Background: an optimization exercise with open tools, aiming at small area, a short achievable clock period and few clock cycles. Do not read the settings as production practice. In this exercise RTL edits were held to simulation tests only and were not proved equivalent to the original. Power figures rest on the tool's default switching activity, not on a simulated workload.

Design bias_path_top, start of the top module:
module bias_path_top (
	input  logic                 clk,
	input  logic                 rst,
	input  logic                 cfg_req,
	input  bias_pkg::word_cnt_t  cfg_count,
	input  bias_pkg::bb_addr_t   cfg_addr,
	output logic                 cfg_ack,
	input  logic                 fifo_empty,
	output logic                 fifo_req,
	input  bias_pkg::ddr_word_t  fifo_data,
	input  logic                 rd_req,
	input  bias_pkg::bb_addr_t   rd_addr,
	input  bias_pkg::shift_t     rd_shift,
	output logic                 rd_ack,
	output bias_pkg::bias_vec_t  bias_out
);
	logic fetch_busy;
	logic [(1 << 3)-1:0] wr_port;
	bias_pkg::bb_addr_t phase;
	bias_pkg::ddr_word_t buf_data;
	bias_fetch fetch0 (
		.clk        (clk),
		.rst        (rst),
		.cfg_req    (cfg_req),
		.cfg_count  (cfg_count),
		.cfg_addr   (cfg_addr),
		.cfg_ack    (cfg_ack),
		.fetch_busy (fetch_busy),
		.fifo_empty (fifo_empty),
		.fifo_req   (fifo_req),
		.phase      (phase),
		.wr_port    (wr_port)
	);
	bias_buffer buffer0 (
		.clk     (clk),
		.rst     (rst),
		.phase   (phase),
		.wr_port (wr_port),
		.wr_data (fifo_data),
		.rd_addr (rd_addr),
		.rd_data (buf_data)
	);
	bias_reader reader0 (
		.clk        (clk),
		.rst        (rst),
		.rd_req     (rd_req),
		.rd_shift   (rd_shift),
		.fetch_busy (fetch_busy),
		.rd_ack     (rd_ack),
		.bias_out   (bias_out),
		.buf_data   (buf_data)
	);
endmodule
Size in the first run: about 180 I/O pins, roughly 220000 um^2 of cells after synthesis.
clock: 5.5 ns
lec_check: 0
cap_margin: 20
core_margin: 2
core_utilization: 50
setup_slack_margin: 2.0
slew_margin: 20
synth_hierarchical: 1
synth_memory_max_bits: 16384
standard.sh (not shown) runs the stock make flow with config.mk's settings and CLKGATE_MAP_FILE= SYNTH_SCRIPT=/design/flow/synth_recipe.tcl, a recipe that flattens the netlist after the stock synthesis.
==> flow/flow/run.sh <==
#!/bin/bash
# The standard layout (standard.sh), with clock tree synthesis told not to
# add dummy loads and to cluster up to 28 flip-flops per leaf buffer, the
# port buffers made buf_4 cells, and the read-side ports (rd_*, bias_out)
# placed together as one pin group.
set -euo pipefail
export CTS_ARGS="-sink_clustering_enable -repair_clock_nets -dont_use_dummy_load -sink_clustering_size 28 -sink_clustering_max_diameter 70"
export BUFFER_PORTS_ARGS="-buffer_cell sky130_fd_sc_hd__buf_4"
group="rd_req rd_ack"
for i in 0 1 2 3 4 5 6; do group="$group rd_addr[$i]"; done
for i in 0 1 2 3 4; do group="$group rd_shift[$i]"; done
for i in $(seq 0 79); do group="$group bias_out[$i]"; done
export PLACE_PINS_ARGS="-group_pins {$group}"
bash standard.sh finish > standard_flow.log 2>&1
Testbench counts at the start, summed over its fixed seeds: cycles 11,523.
Edit:
--- a/flow/config.mk
+++ b/flow/config.mk
@@ -8,5 +8,6 @@
 export CAP_MARGIN = 20
 export CORE_MARGIN = 2
-export CORE_UTILIZATION = 50
+export CORE_UTILIZATION = 65
+export PLACE_DENSITY = 0.7
 export SETUP_SLACK_MARGIN = 2.0
 export SLEW_MARGIN = 20
Outcome: The changed run went through all stages and came out clean. Total power is lower by about 2.1%. Via count is higher by about 0.64%. Setup slack degrades by 0.0031 ns. Design area is lower by about 1.6%. Wire length is lower by about 7%. Fmax is about the same. Global-route usage is higher by 6.9 points. Clock power is lower by about 6%. Hold slack degrades by 0.047 ns.
Edit:
--- a/flow/config.mk
+++ b/flow/config.mk
@@ -8,6 +8,5 @@
 export CAP_MARGIN = 20
 export CORE_MARGIN = 2
-export CORE_UTILIZATION = 65
-export PLACE_DENSITY = 0.7
+export CORE_UTILIZATION = 60
 export SETUP_SLACK_MARGIN = 2.0
 export SLEW_MARGIN = 20
Clock skew decreases by 0.017 ns.
Core utilization decreases by 4.7 points.
Wire length increases by about 10%.
Clock-buffer cell count increases by 9.
Design area increases by about 0.9%.
Setup slack gains 0.059 ns.
Edit:
==> flow/flow/run.sh (replaced) <==
#!/bin/bash
# The standard layout (standard.sh), with clock tree synthesis told not to
# add dummy loads and to cluster up to 28 flip-flops per leaf buffer, and the
# port buffers made buf_4 cells.
set -euo pipefail
export CTS_ARGS="-sink_clustering_enable -repair_clock_nets -dont_use_dummy_load -sink_clustering_size 28 -sink_clustering_max_diameter 70"
export BUFFER_PORTS_ARGS="-buffer_cell sky130_fd_sc_hd__buf_4"
bash standard.sh finish > standard_flow.log 2>&1
--- a/flow/config.mk
+++ b/flow/config.mk
@@ -8,5 +8,5 @@
 export CAP_MARGIN = 20
 export CORE_MARGIN = 2
-export CORE_UTILIZATION = 60
+export CORE_UTILIZATION = 50
 export SETUP_SLACK_MARGIN = 2.0
 export SLEW_MARGIN = 20
The new run passed the timing, DRC and antenna checks.
Final area climbs by 0.65%.
Flip-flop and latch count does not change.
Setup slack degrades by 0.17 ns.
Via count drops by 4.2%.
Clock power climbs by about 3%.
Wire length drops by 7.4%.
Die area climbs by 20%.
Cell count climbs by 4.0%.
Register-to-register slack improves by 0.03 ns.
Sequential share of layout area drops by 0.43 points.

[separate check: timing with driven ports]
No port has a modelled driver above. Below, the same layouts with a new extraction and two added sets of constraints. Step 1, drivers: a clkbuf_16 drives clk and a buf_2 each remaining input, both assumed. Step 2 also shifts input and output timing later by t, the mid clock arrival at the registers, as if the neighbouring blocks saw the same clock. Slacks: ideal / step 1 / step 2; pairs: ideal / step 1.
run | shift t [ns] | setup slack, ns | worst register clock-pin slew, ns | worst data-port slew with drivers (ns)
the first run | 1.126 | 1.837 / 1.702 / 0.576 | 0.11 / 0.11 | 0.43
the second run | 1.057 | 1.834 / 1.740 / 0.767 | 0.11 / 0.11 | 0.21
the third run | 1.091 | 1.892 / 1.667 / 0.577 | 0.11 / 0.11 | 0.44
the fourth run | 1.101 | 1.726 / 1.609 / 0.911 | 0.11 / 0.11 | 0.26
After both steps setup and hold are still met in every run listed. For the third run, which loses most, drivers alone change the setup slack by -0.225 ns; drivers and shift together by -1.315 ns.
